From an optimization exercise on the open Yosys and OpenROAD flow, aimed at small area, a short achievable clock period and few clock cycles; shortcuts taken in it are not production practice.
Function was checked by simulation only, so behaviour that the tests miss may differ from the original.
Power and IR drop assume default switching activity.

**design/flow/config.mk**
```make
export PLATFORM = sky130hd
export DESIGN_NAME = hdc_encoder_top
export DESIGN_NICKNAME = hdc_encoder_top
export VERILOG_FILES = /design/flow/design.v
export SDC_FILE = /design/flow/constraint.sdc
export NUM_CORES = 4
export LEC_CHECK = 0
export CAP_MARGIN = 20
export CORE_MARGIN = 2
export CORE_UTILIZATION = 40
export SLEW_MARGIN = 20
```
**design/flow/constraint.sdc**
```tcl
create_clock -name core_clock -period 5.0 [get_ports {clk_i}]
set_input_delay 1.0000 -clock core_clock [delete_from_list [all_inputs] [get_ports {clk_i}]]
set_output_delay 1.0000 -clock core_clock [all_outputs]
set_load 0.01 [all_outputs]
```
**design/flow/design.v**
```verilog
`default_nettype none
package hdc_pkg;
  localparam int unsigned HV_DIM     = 32;
  localparam int unsigned IM_DEPTH   = 16;
  localparam int unsigned IM_ADDR_W  = 4;
  localparam int unsigned COUNT_W    = 8;
  localparam int unsigned CSR_ADDR_W = 8;
  localparam int unsigned CSR_DATA_W = 32;
  typedef logic [HV_DIM-1:0]     hv_t;
  typedef logic [IM_ADDR_W-1:0]  im_addr_t;
  typedef logic [COUNT_W-1:0]    count_t;
  typedef logic [CSR_DATA_W-1:0] csr_data_t;
  typedef logic [CSR_ADDR_W-1:0] csr_addr_t;
  localparam csr_addr_t REG_CTRL      = 8'h00;
  localparam csr_addr_t REG_NUM_ITEMS = 8'h01;
  localparam csr_addr_t REG_BASE_A    = 8'h02;
  localparam csr_addr_t REG_BASE_B    = 8'h03;
  localparam csr_addr_t REG_STATUS    = 8'h04;
  localparam csr_addr_t REG_RESULT    = 8'h05;
  localparam csr_addr_t IM_WIN_BASE   = 8'h10;
  localparam int unsigned CTRL_START_BIT  = 0;
  localparam int unsigned STATUS_BUSY_BIT = 0;
  localparam int unsigned STATUS_DONE_BIT = 1;
endpackage
`default_nettype wire
`default_nettype none
module hdc_csr (
  input  logic      clk_i,
  input  logic      rst_i,
  input  logic      csr_we_i,
  input  logic      csr_re_i,
  input  hdc_pkg::csr_addr_t csr_addr_i,
  input  hdc_pkg::csr_data_t csr_wdata_i,
  input  logic      busy_i,
  input  logic      done_i,
  input  hdc_pkg::hv_t       result_i,
  output hdc_pkg::csr_data_t csr_rdata_o,
  output logic      csr_rvalid_o,
  output logic      start_req_o,
  output hdc_pkg::count_t    num_items_o,
  output hdc_pkg::im_addr_t  base_a_o,
  output hdc_pkg::im_addr_t  base_b_o,
  output logic      im_wr_en_o,
  output hdc_pkg::im_addr_t  im_wr_addr_o,
  output hdc_pkg::hv_t       im_wr_data_o
);
  logic      win_hit;
  hdc_pkg::csr_data_t rdata_d;
  assign win_hit = (csr_addr_i[hdc_pkg::CSR_ADDR_W-1:hdc_pkg::IM_ADDR_W] ==
                    hdc_pkg::IM_WIN_BASE[hdc_pkg::CSR_ADDR_W-1:hdc_pkg::IM_ADDR_W]);
  always_ff @(posedge clk_i) begin
    if (rst_i) begin
      num_items_o <= '0;
      base_a_o    <= '0;
      base_b_o    <= '0;
    end else if (csr_we_i) begin
      case (csr_addr_i)
        hdc_pkg::REG_NUM_ITEMS: num_items_o <= csr_wdata_i[hdc_pkg::COUNT_W-1:0];
        hdc_pkg::REG_BASE_A:    base_a_o    <= csr_wdata_i[hdc_pkg::IM_ADDR_W-1:0];
        hdc_pkg::REG_BASE_B:    base_b_o    <= csr_wdata_i[hdc_pkg::IM_ADDR_W-1:0];
        default: ;
      endcase
    end
  end
  always_ff @(posedge clk_i) begin
    if (rst_i) begin
      start_req_o  <= 1'b0;
      im_wr_en_o   <= 1'b0;
      csr_rvalid_o <= 1'b0;
    end else begin
      start_req_o  <= csr_we_i && (csr_addr_i == hdc_pkg::REG_CTRL) && csr_wdata_i[hdc_pkg::CTRL_START_BIT];
      im_wr_en_o   <= csr_we_i && win_hit;
      csr_rvalid_o <= csr_re_i;
    end
  end
  always_comb begin
    rdata_d = '0;
    case (csr_addr_i)
      hdc_pkg::REG_NUM_ITEMS: rdata_d = hdc_pkg::csr_data_t'(num_items_o);
      hdc_pkg::REG_BASE_A:    rdata_d = hdc_pkg::csr_data_t'(base_a_o);
      hdc_pkg::REG_BASE_B:    rdata_d = hdc_pkg::csr_data_t'(base_b_o);
      hdc_pkg::REG_STATUS: begin
        rdata_d[hdc_pkg::STATUS_BUSY_BIT] = busy_i;
        rdata_d[hdc_pkg::STATUS_DONE_BIT] = done_i;
      end
      hdc_pkg::REG_RESULT:    rdata_d = result_i;
      default: ;
    endcase
  end
  always_ff @(posedge clk_i) begin
    im_wr_addr_o <= csr_addr_i[hdc_pkg::IM_ADDR_W-1:0];
    im_wr_data_o <= csr_wdata_i;
    if (csr_re_i) begin
      csr_rdata_o <= rdata_d;
    end
  end
endmodule
`default_nettype wire
`default_nettype none
module im_fetcher (
  input  logic     clk_i,
  input  logic     rst_i,
  input  logic     run_start_i,
  input  hdc_pkg::im_addr_t base_i,
  input  hdc_pkg::count_t   num_items_i,
  input  logic     gnt_i,
  input  logic     rvalid_i,
  input  hdc_pkg::hv_t      rdata_i,
  input  logic     pop_i,
  output logic     req_o,
  output hdc_pkg::im_addr_t addr_o,
  output hdc_pkg::hv_t      hv_o,
  output logic     full_o
);
  hdc_pkg::count_t left_q;
  logic   pending_q;
  assign req_o = !full_o && !pending_q && (left_q != '0);
  always_ff @(posedge clk_i) begin
    if (rst_i) begin
      left_q    <= '0;
      addr_o    <= '0;
      pending_q <= 1'b0;
      full_o    <= 1'b0;
    end else begin
      if (run_start_i) begin
        left_q <= num_items_i;
        addr_o <= base_i;
      end else if (gnt_i) begin
        left_q <= left_q - hdc_pkg::count_t'(1);
        addr_o <= (addr_o == hdc_pkg::im_addr_t'(hdc_pkg::IM_DEPTH - 1)) ? '0 : addr_o + hdc_pkg::im_addr_t'(1);
      end
      if (gnt_i) begin
        pending_q <= 1'b1;
      end else if (rvalid_i) begin
        pending_q <= 1'b0;
      end
      if (rvalid_i) begin
        full_o <= 1'b1;
      end else if (pop_i) begin
        full_o <= 1'b0;
      end
    end
  end
  always_ff @(posedge clk_i) begin
    if (rvalid_i) begin
      hv_o <= rdata_i;
    end
  end
endmodule
`default_nettype wire
`default_nettype none
module im_shared_mem (
  input  logic     clk_i,
  input  logic     rst_i,
  input  logic     wr_en_i,
  input  hdc_pkg::im_addr_t wr_addr_i,
  input  hdc_pkg::hv_t      wr_data_i,
  input  logic     a_req_i,
  input  hdc_pkg::im_addr_t a_addr_i,
  input  logic     b_req_i,
  input  hdc_pkg::im_addr_t b_addr_i,
  output logic     a_gnt_o,
  output logic     a_rvalid_o,
  output logic     b_gnt_o,
  output logic     b_rvalid_o,
  output hdc_pkg::hv_t      rdata_o
);
  hdc_pkg::hv_t      mem_q [hdc_pkg::IM_DEPTH];
  logic     last_b_q;
  hdc_pkg::im_addr_t rd_addr;
  assign a_gnt_o = !wr_en_i && a_req_i && (!b_req_i || last_b_q);
  assign b_gnt_o = !wr_en_i && b_req_i && (!a_req_i || !last_b_q);
  assign rd_addr = a_gnt_o ? a_addr_i : b_addr_i;
  always_ff @(posedge clk_i) begin
    if (rst_i) begin
      last_b_q   <= 1'b0;
      a_rvalid_o <= 1'b0;
      b_rvalid_o <= 1'b0;
    end else begin
      a_rvalid_o <= a_gnt_o;
      b_rvalid_o <= b_gnt_o;
      if (a_gnt_o) begin
        last_b_q <= 1'b0;
      end else if (b_gnt_o) begin
        last_b_q <= 1'b1;
      end
    end
  end
  always_ff @(posedge clk_i) begin
    if (wr_en_i) begin
      mem_q[wr_addr_i] <= wr_data_i;
    end
  end
  always_ff @(posedge clk_i) begin
    if (a_gnt_o || b_gnt_o) begin
      rdata_o <= mem_q[rd_addr];
    end
  end
endmodule
`default_nettype wire
`default_nettype none
module hv_bundler (
  input  logic   clk_i,
  input  logic   rst_i,
  input  logic   start_req_i,
  input  hdc_pkg::count_t num_items_i,
  input  hdc_pkg::hv_t    a_hv_i,
  input  logic   a_full_i,
  input  hdc_pkg::hv_t    b_hv_i,
  input  logic   b_full_i,
  output logic   run_start_o,
  output logic   pop_o,
  output logic   busy_o,
  output logic   done_o,
  output hdc_pkg::hv_t    qhv_o,
  output logic   qhv_valid_o
);
  hdc_pkg::count_t cnt_q [hdc_pkg::HV_DIM];
  hdc_pkg::count_t cnt_d [hdc_pkg::HV_DIM];
  hdc_pkg::count_t items_q;
  hdc_pkg::count_t left_q;
  hdc_pkg::hv_t    bind_hv;
  hdc_pkg::hv_t    majority;
  logic   last_pop;
  assign run_start_o = start_req_i && !busy_o && (num_items_i != '0);
  assign pop_o       = busy_o && a_full_i && b_full_i;
  assign last_pop    = pop_o && (left_q == hdc_pkg::count_t'(1));
  assign bind_hv     = a_hv_i ^ b_hv_i;
  always_comb begin
    for (int i = 0; i < hdc_pkg::HV_DIM; i++) begin
      cnt_d[i]    = cnt_q[i] + hdc_pkg::count_t'(bind_hv[i]);
      majority[i] = ({cnt_d[i], 1'b0} > {1'b0, items_q});
    end
  end
  always_ff @(posedge clk_i) begin
    if (rst_i || run_start_o) begin
      for (int i = 0; i < hdc_pkg::HV_DIM; i++) begin
        cnt_q[i] <= '0;
      end
    end else if (pop_o) begin
      for (int i = 0; i < hdc_pkg::HV_DIM; i++) begin
        cnt_q[i] <= cnt_d[i];
      end
    end
  end
  always_ff @(posedge clk_i) begin
    if (rst_i) begin
      busy_o      <= 1'b0;
      done_o      <= 1'b0;
      qhv_valid_o <= 1'b0;
      items_q     <= '0;
      left_q      <= '0;
    end else begin
      qhv_valid_o <= last_pop;
      if (run_start_o) begin
        busy_o  <= 1'b1;
        done_o  <= 1'b0;
        items_q <= num_items_i;
        left_q  <= num_items_i;
      end else if (pop_o) begin
        left_q <= left_q - hdc_pkg::count_t'(1);
        if (last_pop) begin
          busy_o <= 1'b0;
          done_o <= 1'b1;
        end
      end
    end
  end
  always_ff @(posedge clk_i) begin
    if (last_pop) begin
      qhv_o <= majority;
    end
  end
endmodule
`default_nettype wire
`default_nettype none
module hdc_encoder_top (
  input  logic      clk_i,
  input  logic      rst_i,
  input  logic      csr_we_i,
  input  logic      csr_re_i,
  input  hdc_pkg::csr_addr_t csr_addr_i,
  input  hdc_pkg::csr_data_t csr_wdata_i,
  output hdc_pkg::csr_data_t csr_rdata_o,
  output logic      csr_rvalid_o,
  output hdc_pkg::hv_t       qhv_o,
  output logic      qhv_valid_o
);
  logic     start_req, run_start, pop, busy, done;
  hdc_pkg::count_t   num_items;
  hdc_pkg::im_addr_t base_a, base_b;
  logic     im_wr_en;
  hdc_pkg::im_addr_t im_wr_addr;
  hdc_pkg::hv_t      im_wr_data, im_rdata;
  logic     a_req, a_gnt, a_rvalid, a_full;
  logic     b_req, b_gnt, b_rvalid, b_full;
  hdc_pkg::im_addr_t a_addr, b_addr;
  hdc_pkg::hv_t      a_hv, b_hv;
  hdc_csr u_csr (
    .clk_i        ( clk_i        ), .rst_i        ( rst_i        ),
    .csr_we_i     ( csr_we_i     ), .csr_re_i     ( csr_re_i     ),
    .csr_addr_i   ( csr_addr_i   ), .csr_wdata_i  ( csr_wdata_i  ),
    .busy_i       ( busy         ), .done_i       ( done         ),
    .result_i     ( qhv_o        ), .csr_rdata_o  ( csr_rdata_o  ),
    .csr_rvalid_o ( csr_rvalid_o ), .start_req_o  ( start_req    ),
    .num_items_o  ( num_items    ), .base_a_o     ( base_a       ),
    .base_b_o     ( base_b       ), .im_wr_en_o   ( im_wr_en     ),
    .im_wr_addr_o ( im_wr_addr   ), .im_wr_data_o ( im_wr_data   )
  );
  im_fetcher u_fetch_a (
    .clk_i ( clk_i ), .rst_i ( rst_i ), .run_start_i ( run_start ),
    .base_i ( base_a ), .num_items_i ( num_items ), .gnt_i ( a_gnt ),
    .rvalid_i ( a_rvalid ), .rdata_i ( im_rdata ), .pop_i ( pop ),
    .req_o ( a_req ), .addr_o ( a_addr ), .hv_o ( a_hv ), .full_o ( a_full )
  );
  im_fetcher u_fetch_b (
    .clk_i ( clk_i ), .rst_i ( rst_i ), .run_start_i ( run_start ),
    .base_i ( base_b ), .num_items_i ( num_items ), .gnt_i ( b_gnt ),
    .rvalid_i ( b_rvalid ), .rdata_i ( im_rdata ), .pop_i ( pop ),
    .req_o ( b_req ), .addr_o ( b_addr ), .hv_o ( b_hv ), .full_o ( b_full )
  );
  im_shared_mem u_mem (
    .clk_i ( clk_i ), .rst_i ( rst_i ), .wr_en_i ( im_wr_en ),
    .wr_addr_i ( im_wr_addr ), .wr_data_i ( im_wr_data ),
    .a_req_i ( a_req ), .a_addr_i ( a_addr ), .b_req_i ( b_req ), .b_addr_i ( b_addr ),
    .a_gnt_o ( a_gnt ), .a_rvalid_o ( a_rvalid ), .b_gnt_o ( b_gnt ),
    .b_rvalid_o ( b_rvalid ), .rdata_o ( im_rdata )
  );
  hv_bundler u_bundler (
    .clk_i ( clk_i ), .rst_i ( rst_i ), .start_req_i ( start_req ),
    .num_items_i ( num_items ), .a_hv_i ( a_hv ), .a_full_i ( a_full ),
    .b_hv_i ( b_hv ), .b_full_i ( b_full ), .run_start_o ( run_start ),
    .pop_o ( pop ), .busy_o ( busy ), .done_o ( done ),
    .qhv_o ( qhv_o ), .qhv_valid_o ( qhv_valid_o )
  );
endmodule
`default_nettype wire
```
**design/flow/run.sh**
```bash
#!/bin/bash
# synth_recipe.tcl (not shown) runs the flow's synth.tcl, then flattens the netlist and writes it again
# the make line also repeats each setting of config.mk as NAME=value (left out here)
make -C /OpenROAD-flow-scripts/flow DESIGN_CONFIG=/design/flow/config.mk WORK_HOME=/design/flow/orfs CLKGATE_MAP_FILE= SYNTH_SCRIPT=/design/flow/synth_recipe.tcl finish
```
==> run summary <==
[sequential cells by signal, summed over array words and instances (netlist names), 4 cells and up]
name	flops
u_csr.num_items_o	8
u_csr.base_b_o	4
u_fetch_b.hv_o	32
u_fetch_a.hv_o	32
u_csr.im_wr_addr_o	4
u_csr.base_a_o	4
u_bundler.cnt_q	256
u_mem.mem_q	512
u_fetch_a.left_q	8
u_bundler.qhv_o	32
u_fetch_b.addr_o	4
u_fetch_a.addr_o	4
u_mem.rdata_o	32
u_bundler.items_q	8
u_bundler.left_q	8
u_csr.im_wr_data_o	32
u_fetch_b.left_q	8
u_csr.csr_rdata_o	32
[worst max-delay path, cell delays in order (launching register included)]
cell and delay [ns]:
dfxtp_1 0.33, inv_1 0.06, ha_1 0.20, or3b_2 0.52, o21ai_4 0.31, buf_4 0.44
buf_4 0.63, a21oi_1 0.16, a311oi_1 0.34, o22ai_1 0.12, or4_1 0.53
[synthesized netlist by cell type, types with 3 or more instances]
cell / n / share of area, %
a21o_1: 129 / 1.8
nand3_1: 132 / 1.2
buf_2: 74 / 0.68
or2_2: 32 / 0.37
nor2b_1: 5 / 0.057
ha_1: 300 / 6.9
inv_1: 19 / 0.13
clkbuf_1: 303 / 2.1
a31oi_1: 7 / 0.080
o21bai_1: 7 / 0.097
a22o_1: 4 / 0.064
and2_1: 24 / 0.28
a211oi_1: 293 / 4.0
o21ai_0: 106 / 0.98
a41oi_1: 4 / 0.064
o22ai_1: 150 / 1.7
a311oi_1: 258 / 4.2
nor3b_1: 3 / 0.041
dfxtp_1: 361 / 13
nor2_1: 276 / 1.9
nor3_1: 17 / 0.16
nand3b_1: 7 / 0.097
xor2_1: 205 / 3.3
or4_1: 36 / 0.50
and3_1: 4 / 0.046
a22oi_1: 8 / 0.11
nand4b_1: 31 / 0.50
xnor2_1: 171 / 2.8
buf_1: 4 / 0.028
nand4_1: 28 / 0.32
edfxtp_1: 672 / 37
nor4_1: 7 / 0.080
nand2b_1: 518 / 6.0
or3_1: 64 / 0.74
nand2_1: 575 / 4.0
a21oi_1: 441 / 4.1
[cell families (layout without fill, tap and decap cells)]
kind of cell | count (synthesis) | in the layout | share of synthesized area (%)
AOI/OAI and AO/OA | 1420 | 1420 | 17.4
xor gates and xnor gates | 376 | 376 | 6.05
adders and majority gates | 300 | 300 | 6.90
buffers and inverters | 402 | 418 | 2.96
DFF | 1033 | 1033 | 50.4
muxes | 2 | 2 | 0.0368
other | 0 | 1 | 0
and+or+nand+nor | 1765 | 1765 | 16.3
[cell usage in the layout (no fill, tap or decap), drive strengths merged, types with 8 or more instances in the layout]
master	netlist	final
a311oi	258	258
nand4b	31	31
bufinv	0	10
clkbuf	303	154
nor2	276	276
nand2	576	576
a21oi	441	441
nor3	17	17
a211oi	293	293
o22ai	150	150
nand2b	518	518
or2	32	32
a31oi	8	8
edfxtp	672	672
or4	36	36
inv	19	21
buf	80	82
xnor2	171	171
clkinv	0	42
or3	64	64
o21ai	107	107
dfxtp	361	361
ha	300	300
clkdlybuf4s50	0	107
a22oi	8	8
and2	24	24
nand4	28	28
a21o	129	129
nand3	132	132
xor2	205	205
[how the worst max path moves through the flow]
stage / end / slack (ns) / cells past startpoint
after floorplan: u_mem.mem_q[0][0] / 1.46 / 2
after global placement: u_mem.rdata_o[25] / 1.12 / 10
after detailed placement: u_mem.rdata_o[27] / 1.10 / 10
after CTS: u_mem.rdata_o[20] / 1.06 / 10
after global routing: u_mem.rdata_o[29] / 0.86 / 10
final: u_mem.rdata_o[27] / 1.04 / 10
[report_power, final]
part | total, mW | internal [mW] | switching [mW]
Combinational | 13.2 | 4.48 | 8.75
Clock | 8.32 | 4.83 | 3.48
Sequential | 10.6 | 9.88 | 0.706
Total | 32.1 | 19.2 | 12.9
[per-stage QoR]
step                utilization (%)  std cells  power (mW)  hold WS [ns]  cell area, µm²
global placement               42.3       6882        23.6         0.434           57200
finish                         45.1       7096        32.1         0.453           61000
CTS                            45.1       7095        32.1         0.458           61000
floorplan                         -       5298        20.1         0.421           54400
detailed placement             42.4       6885        23.8         0.449           57300
global route                   45.1       7095        33.7         0.477           61000
[per-layer routing]
layer / vias up / global-route usage (%)
met3: 259 / 3.11
met4: 0 / 6.30
met5: - / 0
li1: 19400 / -
met2: 1338 / 34.0
met1: 20100 / 29.2
[final cells by class]
cell class	count	area, µm²	share of cell area [%]
Antenna cell	1	2.50	0.00411
Tap cell	1781	2230	3.66
Clock inverter	56	536	0.879
Timing Repair Buffer	189	1910	3.13
Clock buffer	154	3100	5.09
Inverter	19	71.3	0.117
Multi-Input combinational cell	3863	25700	42.2
Sequential cell	1033	27400	45.0
==> metrics.yaml <==
pre_cts_ws_ns: 1.10
io_pins: 110
synth_edf_count: 672
hold_depth: 2
critical_path_class: "reg -> reg"
leakagePower_nw: 21.1
post_cts.repair.setup_buffers: 0
finalCritPeriodShare_pct: 79.2
fp.dieH_um: 373
fillers: 12500
fp.dieArea_mm2: 0.139
numCtsBuffers: 112
cts_root_buf: "clkbuf_16"
reg2reg_from: "u_fetch_b.left_q[0]"
powerDensity_mw_per_mm2: 527
ys_warn_count: 6
worstHoldPathType: "reg -> reg"
gp_congestion: 0.788
wl_per_cell_um: 21.3
drt-vias-per-instance: 5.80
drc: 0
syn_nets: 5642
tns_ns: 0
grt_pass1_vias: 39500
r2r_end: "u_mem.rdata_o[27]"
cts.sinks: 1033
h-tree-depth: 3
avgSynthCellArea_um2: 10.3
ys_ff_latch: 1033
min_period_ns: 3.96
hold_viol: 0
worstPathArrival_ns: 4.44
cts.path.max_buffers: 3
cp_max_fo: 58
top_layer: "met4"
grt_overflow: 0
met3_length_um: 9680
final_nets: 5562
drv_cap: 0
core_mm2: 0.135
ir_worst_vdd_uv: 1530
place_hpwl_um: 82600
synthCells: 5298
drt_pass1_iterations: 6
ctsResizeCount: 0
area_growth_pct: 12.0
cp-startpoint: "u_fetch_b.left_q[0]"
drt_iter0_drc: 3663
synth_seq_area_share_pct: 50.4
end_kind: "register"
cts_hold_buf: 0
grt_pass1_wl_um: 231000
fmaxAchievable_mhz: 252
synth-main-ff-cell: "edfxtp_1"
synthDistinctLibCells: 52
vias: 41100
rrSetupSlack_ns: 1.04
cts.clk_slew.worst_paths_ns: 0.06
min_from: "u_bundler.items_q[0]"
worst_slew_pin_slew_ns: 1.13
clock_skew_ns: 0.0234
r2r_cells: 10
status: "timing/DRC/antenna clean"
insertion_delay_ns: 0.74
cts_tree: "yes"
ys_async_sr_fraction_pct: 0
fp.dieW_um: 373
required_ns: 5.47
setup_viol: 0
start_util_pct: 40.2
fin_ws_ns: 1.04
met2_length_um: 68500
std_cell_rows: 135
synthesis.area_mm2: 0.0544
wl_um: 151000
drive_above_1_share_pct: 6.02
grt_setup_unrepaired: "no"
cp-start-kind: "register"
antenna_found_initial: 5
grt_util_all_layers_pct: 21.0
portBuffers: 109
met1Wirelength_um: 68800
ant_nets: 0
holdPathEnd: "u_bundler.items_q[0]"
grt_max_degree: 202
relSlewSlack_pct: 24.3
maxSlewViolCount: 0
Testbench counts, summed over its fixed seeds: cycles 98,356.

separate check: timing with driven ports:
In the flow no input, the clock included, has a driving cell. The finished layout below was timed again as built, in two steps.
Step 1 sets driving cells, clkbuf_16 on the clock port and buf_2 on the other inputs (assumed; they add their load-dependent delay and slew).
Step 2 moves the port delays by t, midway between the first and last clock arrival at a register: inputs arrive t later, outputs are due t later. That takes back most of the time a late clock gives input paths.
a / b / c = ideal / step 1 / step 2; a / b = the first two.
t, ns: 0.798
setup WS [ns]: 1.039 / 1.039 / 1.039
hold WS [ns]: 0.453 / 0.453 / 0.453
clock arrival spread, ns: 0.027 / 0.027
worst data-port slew with drivers (ns): 0.11
After both steps setup and hold are still met in this run. The setup slack of this run moves by 0.000 ns with the drivers and by 0.000 ns with both steps.
